This is an optimization exercise on Yosys and OpenROAD, whose aim is small area, a short achievable clock period and few clock cycles, not a production implementation. Function was checked by simulation only, so behaviour that the tests miss may differ from the original. Power is estimated from default activity; no workload was simulated.

==> run a <==
// reverse_impact_detector_unit
module reverse_impact_detector_unit #(
  parameter int unsigned SPEED_DEPTH = rid_pkg::SPEED_DEPTH,
  parameter int unsigned ACCEL_DEPTH = rid_pkg::ACCEL_DEPTH
) (
  input  logic         clk_i,
  input  logic         rst_ni,
  input  logic         s_axis_tvalid,
  output logic         s_axis_tready,
  input  logic [79:0]  s_axis_tdata,
  input  logic [1:0]   s_axis_tuser,
  output logic         m_axis_tvalid,
  input  logic         m_axis_tready,
  output logic [55:0]  m_axis_tdata,
  input  logic         cfg_we_i,
  input  logic [1:0]   cfg_idx_i,
  input  logic [31:0]  cfg_data_i
);
clock: 10.0 ns
lec_check: 0
cap_margin: 20
core_margin: 2
core_utilization: 40
cts_buf_list: sky130_fd_sc_hd__clkbuf_8
cts_cluster_diameter: 60
cts_cluster_size: 12
slew_margin: 20
standard.sh (not shown) runs the stock make flow with config.mk's settings and CLKGATE_MAP_FILE= SYNTH_SCRIPT=/design/flow/synth_recipe.tcl, a recipe that flattens the netlist after the stock synthesis.
==> flow/flow/run.sh <==
#!/bin/bash
set -euo pipefail
W=$PWD
mkdir -p scripts_abc
for f in "$FLOW_HOME"/scripts/*; do
  ln -sfn "$f" "scripts_abc/$(basename "$f")"
done
rm -f scripts_abc/abc_speed.script
cp flow/abc_speed.script scripts_abc/abc_speed.script
sed 's|"\${@:-finish}"|SCRIPTS_DIR='"$W"'/scripts_abc "${@:-finish}"|' standard.sh > standard_synth_abc.sh
sed 's|"\${@:-finish}"|SETUP_SLACK_MARGIN=6.3 "${@:-finish}"|' standard.sh > standard_margin.sh
grep -q 'scripts_abc' standard_synth_abc.sh
grep -q 'SETUP_SLACK_MARGIN=6.3' standard_margin.sh
bash standard_synth_abc.sh synth > make_synth.log 2>&1
R=orfs/results/${FLOW_PLATFORM}/reverse_impact_detector_unit/base
md5sum "$R/1_2_yosys.v" > synth_netlist.md5
bash standard_margin.sh > make_flow.log 2>&1
if md5sum -c --status synth_netlist.md5; then
  echo "layout built on the delay-mapped synthesis" >> make_flow.log
else
  echo "WARNING: synthesis was run again by the layout make" >> make_flow.log
fi
test -f out/final.def
==> flow/flow/abc_speed.script <==
strash
dch
map -D 2000
strash
dch
map -D 2000
buffer -c
topo
stime -c
upsize -c
dnsize -c
==> run b (differences from run a) <==
--- a/flow/design.v
+++ b/flow/design.v
@@ -146,40 +146,45 @@
   input  logic [rid_pkg::NBLK-1:0][47:0]     b_i,       
   input  logic [rid_pkg::NBLK-1:0]           bv_i,
   input  logic [3:0][2:0]                    cb_i,      
   output logic [47:0]                        st_o
 );
   logic [48:0] o1 [5];
   logic [48:0] p1 [6];
-  logic [48:0] a_o [2], a_p [2];    
-  logic [48:0] c_o, c_p;
-  logic        full_a;
+  logic [48:0] a_o [3], a_p [3];    
+  logic [48:0] c_o, c_p;            
+  logic        full_a, full_c;
   logic [48:0] of, st;
   always_comb begin
     for (int i = 0; i < 4; i++)
       o1[i] = {1'b1,
                cx_i[i]  ? x_i[2*i] : x_i[2*i+1],
                cz_i[i]  ? z_i[2*i] : z_i[2*i+1],
                ~cz_i[i] ? z_i[2*i] : z_i[2*i+1]};
     o1[4] = {1'b1, x_i[8], z_i[8], z_i[8]};
     p1[0] = {1'b1, p_i};
     for (int i = 0; i < 4; i++)
       p1[i+1] = rid_pkg::combc({bv_i[2*i+1], b_i[2*i+1]}, {bv_i[2*i], b_i[2*i]}, cb_i[i]);
     p1[5] = {bv_i[8], b_i[8]};
   end
   always_ff @(posedge clk_i) begin
-    a_o[0] <= rid_pkg::comb(rid_pkg::comb(o1[0], o1[1]), rid_pkg::comb(o1[2], o1[3]));
-    a_o[1] <= o1[4];
-    a_p[0] <= rid_pkg::comb(rid_pkg::comb(p1[3], p1[2]), rid_pkg::comb(p1[1], p1[0]));
-    a_p[1] <= rid_pkg::comb(p1[5], p1[4]);
+    a_o[0] <= rid_pkg::comb(o1[0], o1[1]);
+    a_o[1] <= rid_pkg::comb(o1[2], o1[3]);
+    a_o[2] <= o1[4];
+    a_p[0] <= rid_pkg::comb(p1[1], p1[0]);
+    a_p[1] <= rid_pkg::comb(p1[3], p1[2]);
+    a_p[2] <= rid_pkg::comb(p1[5], p1[4]);
     full_a <= full_i;
   end
-  assign c_o = rid_pkg::comb(a_o[0], a_o[1]);
-  assign c_p = rid_pkg::comb(a_p[1], a_p[0]);
-  assign of = full_a ? c_o : {1'b1, 48'd0};
+  always_ff @(posedge clk_i) begin
+    c_o    <= rid_pkg::comb(rid_pkg::comb(a_o[0], a_o[1]), a_o[2]);
+    c_p    <= rid_pkg::comb(a_p[2], rid_pkg::comb(a_p[1], a_p[0]));
+    full_c <= full_a;
+  end
+  assign of = full_c ? c_o : {1'b1, 48'd0};
   assign st = rid_pkg::comb(of, c_p);
   always_ff @(posedge clk_i) begin
     st_o <= st[47:0];
   end
 endmodule
 module reverse_impact_detector_unit #(
   parameter int unsigned SPEED_DEPTH = rid_pkg::SPEED_DEPTH,
@@ -375,57 +380,59 @@
     .cz_i   (old_cz),
     .p_i    (p_q),
     .b_i    (b_q),
     .bv_i   (bv_q),
     .cb_i   (cb_pair),
     .st_o   (st)
   );
-  logic        e2_q, e3_q, e4_q, e5_q, e6_q;
+  logic        e2_q, e3_q, e4_q, e5_q, e6_q, e7_q;
   logic        wp_q, rp_q;
   logic [31:0] snow_q [2];
   logic [19:0] ssum_q [2];
   logic        scs_q  [2];
   logic        cs2;
   assign cs2 = sum_q[19] & (sum_q > lim10_q);
   always_ff @(posedge clk_i or negedge rst_ni) begin
     if (!rst_ni) begin
       e2_q <= 1'b0;
       e3_q <= 1'b0;
       e4_q <= 1'b0;
       e5_q <= 1'b0;
       e6_q <= 1'b0;
+      e7_q <= 1'b0;
       wp_q <= 1'b0;
       rp_q <= 1'b0;
     end else begin
       e2_q <= e1_adv;
       e3_q <= e2_q;
       e4_q <= e3_q;
       e5_q <= e4_q;
       e6_q <= e5_q;
+      e7_q <= e6_q;
       if (e1_adv) wp_q <= ~wp_q;
-      if (e6_q)   rp_q <= ~rp_q;
+      if (e7_q)   rp_q <= ~rp_q;
     end
   end
   always_ff @(posedge clk_i) begin
     if (e1_adv) snow_q[wp_q] <= now1_q;
     if (e2_q) begin
       ssum_q[~wp_q] <= sum_q;
       scs_q[~wp_q]  <= cs2;
     end
   end
   logic               det_q, lset_q, gta_q, gtb_q, ha5_q, ha6_q;
   logic [31:0]        da_q, d0o_q, d1o_q;
   logic               selb_q;
   logic [31:0]        onset_q;
-  logic [31:0]        d10, d01, d0o, d1o, now6;
+  logic [31:0]        d10, d01, d0o, d1o, now7;
   logic               ha, gt, cond, det_d, set;
   logic [15:0]        xmax, zmax, zmin, spread;
   logic [55:0]        pd;
-  assign ha   = e5_q | e6_q;
-  assign now6 = snow_q[rp_q];
+  assign ha   = e6_q | e7_q;
+  assign now7 = snow_q[rp_q];
   assign d10  = snow_q[1] - snow_q[0];
   assign d01  = snow_q[0] - snow_q[1];
   assign d0o  = snow_q[0] - onset_q;
   assign d1o  = snow_q[1] - onset_q;
   always_ff @(posedge clk_i) begin
     da_q  <= rp_q ? d01 : d10;
     d0o_q  <= d0o;
@@ -446,18 +453,18 @@
   assign pd     = {3'b000, ssum_q[rp_q], spread, xmax, det_d};
   always_ff @(posedge clk_i or negedge rst_ni) begin
     if (!rst_ni) begin
       det_q   <= 1'b0;
       onset_q <= '0;
       lset_q  <= 1'b0;
     end else begin
-      if (e6_q) begin
+      if (e7_q) begin
         lset_q <= set;
         det_q  <= det_d;
-        if (set) onset_q <= now6;
+        if (set) onset_q <= now7;
       end
     end
   end
   logic [55:0] ent_q [2];
   logic        qwp_q, qrp_q, out_v_q;
   logic [1:0]  cnt_q;
   logic [55:0] out_q;
@@ -469,20 +476,20 @@
   always_ff @(posedge clk_i or negedge rst_ni) begin
     if (!rst_ni) begin
       qwp_q   <= 1'b0;
       qrp_q   <= 1'b0;
       cnt_q   <= '0;
       out_v_q <= 1'b0;
     end else begin
-      if (e6_q) qwp_q <= ~qwp_q;
+      if (e7_q) qwp_q <= ~qwp_q;
       qrp_q   <= qrp_n;
-      cnt_q   <= cnt_p + 2'(e6_q);
-      out_v_q <= (cnt_p != 2'd0) | e6_q;
+      cnt_q   <= cnt_p + 2'(e7_q);
+      out_v_q <= (cnt_p != 2'd0) | e7_q;
     end
   end
   always_ff @(posedge clk_i) begin
-    if (e6_q) ent_q[qwp_q] <= pd;
+    if (e7_q) ent_q[qwp_q] <= pd;
     out_q <= (cnt_p == 2'd0) ? pd : ent_q[qrp_n];
   end
   assign m_axis_tvalid = out_v_q;
   assign m_axis_tdata  = out_q;
 endmodule
==> run c (differences from run a) <==
--- a/flow/design.v
+++ b/flow/design.v
@@ -146,40 +146,45 @@
   input  logic [rid_pkg::NBLK-1:0][47:0]     b_i,       
   input  logic [rid_pkg::NBLK-1:0]           bv_i,
   input  logic [3:0][2:0]                    cb_i,      
   output logic [47:0]                        st_o
 );
   logic [48:0] o1 [5];
   logic [48:0] p1 [6];
-  logic [48:0] a_o [2], a_p [2];    
-  logic [48:0] c_o, c_p;
-  logic        full_a;
+  logic [48:0] a_o [3], a_p [3];    
+  logic [48:0] c_o, c_p;            
+  logic        full_a, full_c;
   logic [48:0] of, st;
   always_comb begin
     for (int i = 0; i < 4; i++)
       o1[i] = {1'b1,
                cx_i[i]  ? x_i[2*i] : x_i[2*i+1],
                cz_i[i]  ? z_i[2*i] : z_i[2*i+1],
                ~cz_i[i] ? z_i[2*i] : z_i[2*i+1]};
     o1[4] = {1'b1, x_i[8], z_i[8], z_i[8]};
     p1[0] = {1'b1, p_i};
     for (int i = 0; i < 4; i++)
       p1[i+1] = rid_pkg::combc({bv_i[2*i+1], b_i[2*i+1]}, {bv_i[2*i], b_i[2*i]}, cb_i[i]);
     p1[5] = {bv_i[8], b_i[8]};
   end
   always_ff @(posedge clk_i) begin
-    a_o[0] <= rid_pkg::comb(rid_pkg::comb(o1[0], o1[1]), rid_pkg::comb(o1[2], o1[3]));
-    a_o[1] <= o1[4];
-    a_p[0] <= rid_pkg::comb(rid_pkg::comb(p1[3], p1[2]), rid_pkg::comb(p1[1], p1[0]));
-    a_p[1] <= rid_pkg::comb(p1[5], p1[4]);
+    a_o[0] <= rid_pkg::comb(o1[0], o1[1]);
+    a_o[1] <= rid_pkg::comb(o1[2], o1[3]);
+    a_o[2] <= o1[4];
+    a_p[0] <= rid_pkg::comb(p1[1], p1[0]);
+    a_p[1] <= rid_pkg::comb(p1[3], p1[2]);
+    a_p[2] <= rid_pkg::comb(p1[5], p1[4]);
     full_a <= full_i;
   end
-  assign c_o = rid_pkg::comb(a_o[0], a_o[1]);
-  assign c_p = rid_pkg::comb(a_p[1], a_p[0]);
-  assign of = full_a ? c_o : {1'b1, 48'd0};
+  always_ff @(posedge clk_i) begin
+    c_o    <= rid_pkg::comb(rid_pkg::comb(a_o[0], a_o[1]), a_o[2]);
+    c_p    <= rid_pkg::comb(a_p[2], rid_pkg::comb(a_p[1], a_p[0]));
+    full_c <= full_a;
+  end
+  assign of = full_c ? c_o : {1'b1, 48'd0};
   assign st = rid_pkg::comb(of, c_p);
   always_ff @(posedge clk_i) begin
     st_o <= st[47:0];
   end
 endmodule
 module reverse_impact_detector_unit #(
   parameter int unsigned SPEED_DEPTH = rid_pkg::SPEED_DEPTH,
@@ -375,57 +380,59 @@
     .cz_i   (old_cz),
     .p_i    (p_q),
     .b_i    (b_q),
     .bv_i   (bv_q),
     .cb_i   (cb_pair),
     .st_o   (st)
   );
-  logic        e2_q, e3_q, e4_q, e5_q, e6_q;
+  logic        e2_q, e3_q, e4_q, e5_q, e6_q, e7_q;
   logic        wp_q, rp_q;
   logic [31:0] snow_q [2];
   logic [19:0] ssum_q [2];
   logic        scs_q  [2];
   logic        cs2;
   assign cs2 = sum_q[19] & (sum_q > lim10_q);
   always_ff @(posedge clk_i or negedge rst_ni) begin
     if (!rst_ni) begin
       e2_q <= 1'b0;
       e3_q <= 1'b0;
       e4_q <= 1'b0;
       e5_q <= 1'b0;
       e6_q <= 1'b0;
+      e7_q <= 1'b0;
       wp_q <= 1'b0;
       rp_q <= 1'b0;
     end else begin
       e2_q <= e1_adv;
       e3_q <= e2_q;
       e4_q <= e3_q;
       e5_q <= e4_q;
       e6_q <= e5_q;
+      e7_q <= e6_q;
       if (e1_adv) wp_q <= ~wp_q;
-      if (e6_q)   rp_q <= ~rp_q;
+      if (e7_q)   rp_q <= ~rp_q;
     end
   end
   always_ff @(posedge clk_i) begin
     if (e1_adv) snow_q[wp_q] <= now1_q;
     if (e2_q) begin
       ssum_q[~wp_q] <= sum_q;
       scs_q[~wp_q]  <= cs2;
     end
   end
   logic               det_q, lset_q, gta_q, gtb_q, ha5_q, ha6_q;
   logic [31:0]        da_q, d0o_q, d1o_q;
   logic               selb_q;
   logic [31:0]        onset_q;
-  logic [31:0]        d10, d01, d0o, d1o, now6;
+  logic [31:0]        d10, d01, d0o, d1o, now7;
   logic               ha, gt, cond, det_d, set;
   logic [15:0]        xmax, zmax, zmin, spread;
   logic [55:0]        pd;
-  assign ha   = e5_q | e6_q;
-  assign now6 = snow_q[rp_q];
+  assign ha   = e6_q | e7_q;
+  assign now7 = snow_q[rp_q];
   assign d10  = snow_q[1] - snow_q[0];
   assign d01  = snow_q[0] - snow_q[1];
   assign d0o  = snow_q[0] - onset_q;
   assign d1o  = snow_q[1] - onset_q;
   always_ff @(posedge clk_i) begin
     da_q  <= rp_q ? d01 : d10;
     d0o_q  <= d0o;
@@ -446,18 +453,18 @@
   assign pd     = {3'b000, ssum_q[rp_q], spread, xmax, det_d};
   always_ff @(posedge clk_i or negedge rst_ni) begin
     if (!rst_ni) begin
       det_q   <= 1'b0;
       onset_q <= '0;
       lset_q  <= 1'b0;
     end else begin
-      if (e6_q) begin
+      if (e7_q) begin
         lset_q <= set;
         det_q  <= det_d;
-        if (set) onset_q <= now6;
+        if (set) onset_q <= now7;
       end
     end
   end
   logic [55:0] ent_q [2];
   logic        qwp_q, qrp_q, out_v_q;
   logic [1:0]  cnt_q;
   logic [55:0] out_q;
@@ -469,20 +476,20 @@
   always_ff @(posedge clk_i or negedge rst_ni) begin
     if (!rst_ni) begin
       qwp_q   <= 1'b0;
       qrp_q   <= 1'b0;
       cnt_q   <= '0;
       out_v_q <= 1'b0;
     end else begin
-      if (e6_q) qwp_q <= ~qwp_q;
+      if (e7_q) qwp_q <= ~qwp_q;
       qrp_q   <= qrp_n;
-      cnt_q   <= cnt_p + 2'(e6_q);
-      out_v_q <= (cnt_p != 2'd0) | e6_q;
+      cnt_q   <= cnt_p + 2'(e7_q);
+      out_v_q <= (cnt_p != 2'd0) | e7_q;
     end
   end
   always_ff @(posedge clk_i) begin
-    if (e6_q) ent_q[qwp_q] <= pd;
+    if (e7_q) ent_q[qwp_q] <= pd;
     out_q <= (cnt_p == 2'd0) ? pd : ent_q[qrp_n];
   end
   assign m_axis_tvalid = out_v_q;
   assign m_axis_tdata  = out_q;
 endmodule
- CTS_BUF_LIST: sky130_fd_sc_hd__clkbuf_8 -> unset
- CTS_CLUSTER_DIAMETER: 60 -> unset
- CTS_CLUSTER_SIZE: 12 -> unset
==> qor summary <==
item                                                                             run b                         run a                         run c
Net load switching power                                                     0.01875 W                     0.01892 W                     0.01980 W
Endpoint of the worst hold-timing path                       u_scan.a_o[2][35]$_DFF_P_     u_scan.a_o[1][36]$_DFF_P_     u_scan.a_o[2][26]$_DFF_P_
Number of antenna cells inserted                                                     3                             8                             3
Overall power after layout                                                   0.05689 W                     0.05630 W                     0.06342 W
Relative contribution of sequential cells to total power                         46.8%                         45.4%                         41.9%
Final min period                                                               3851 ps                       4091 ps                       3887 ps
Global Route met1 Usage                                                         19.11%                        20.63%                        19.15%
Clock Skew                                                                    99.84 ps                      151.3 ps                      74.66 ps
Worst setup slack after placement                                              5379 ps                       5024 ps                       5379 ps
Status                                                         complete, no violations       complete, no violations       complete, no violations
Iteration count of the initial detailed-routing pass                                 6                             6                             8
Share of cell area taken by muxes after synthesis                               1.380%                        1.012%                        1.380%
Sequential area share after synthesis                                           76.64%                        75.25%                        76.64%
Die area                                                                   473,100 um2                   468,700 um2                   473,100 um2
Number of instances in the synthesized netlist                                  12.46k                        12.77k                        12.46k
Post-CTS setup repair buffer count                                                 111                           148                           102
Xor and xnor area share after synthesis                                         1.114%                        1.111%                        1.114%
Total number of vias                                                            94.59k                        98.95k                        95.16k
Number of non-clock buffers                                                        463                           663                           464
Critical R2R Launch                                       zspread_thr_q[1]$_DFFE_PN0P_  zspread_thr_q[4]$_DFFE_PN0P_  zspread_thr_q[1]$_DFFE_PN0P_
Final clock-cell share                                                          4.073%                        4.157%                        7.451%
Register-to-register setup slack                                               6150 ps                       5910 ps                       6110 ps
Core Util, Final                                                                44.83%                        46.24%                        46.44%
Syn_area_per_cell                                                            15.01 um2                     14.52 um2                     15.01 um2
CP Launch Point                                           zspread_thr_q[1]$_DFFE_PN0P_  zspread_thr_q[4]$_DFFE_PN0P_  zspread_thr_q[1]$_DFFE_PN0P_
Power Combinational                                                           0.0186 W                      0.0189 W                      0.0185 W
Testbench counts of run a, summed over its fixed seeds: cycles 8,602.
Testbench counts of run b, summed over its fixed seeds: cycles 8,659.
Testbench counts of run c, summed over its fixed seeds: cycles 8,659.

static timing again, ports no longer ideal:
The flow's constraints put no driver on any port. The routed layouts listed below were extracted and timed again, unchanged, in two steps. Step 1, drivers: a clkbuf_16 drives clk_i and a buf_2 each remaining input, both assumed. Step 2 moves the port delays by t, midway between the first and last clock arrival at a register: inputs arrive t later, outputs are due t later. That takes back most of the time a late clock gives input paths. a / b / c = no drivers / after step 1 / after step 2; a / b = the first two.
| run | t, ns | slack for setup (ns) | worst hold slack (ns) | clock arrival spread, ns |
|---|---|---|---|---|
| run a | 1.266 | 5.909 / 5.909 / 5.355 | 0.327 / 0.327 / 0.327 | 0.154 / 0.153 |
| run b | 1.236 | 6.149 / 6.134 / 5.415 | 0.322 / 0.322 / 0.322 | 0.109 / 0.109 |
| run c | 1.089 | 6.113 / 6.113 / 5.426 | 0.327 / 0.327 / 0.327 | 0.092 / 0.092 |
After both steps setup and hold are still met in every run listed. The setup slack of run b, which loses most, moves by -0.015 ns with the drivers and by -0.734 ns with both steps.
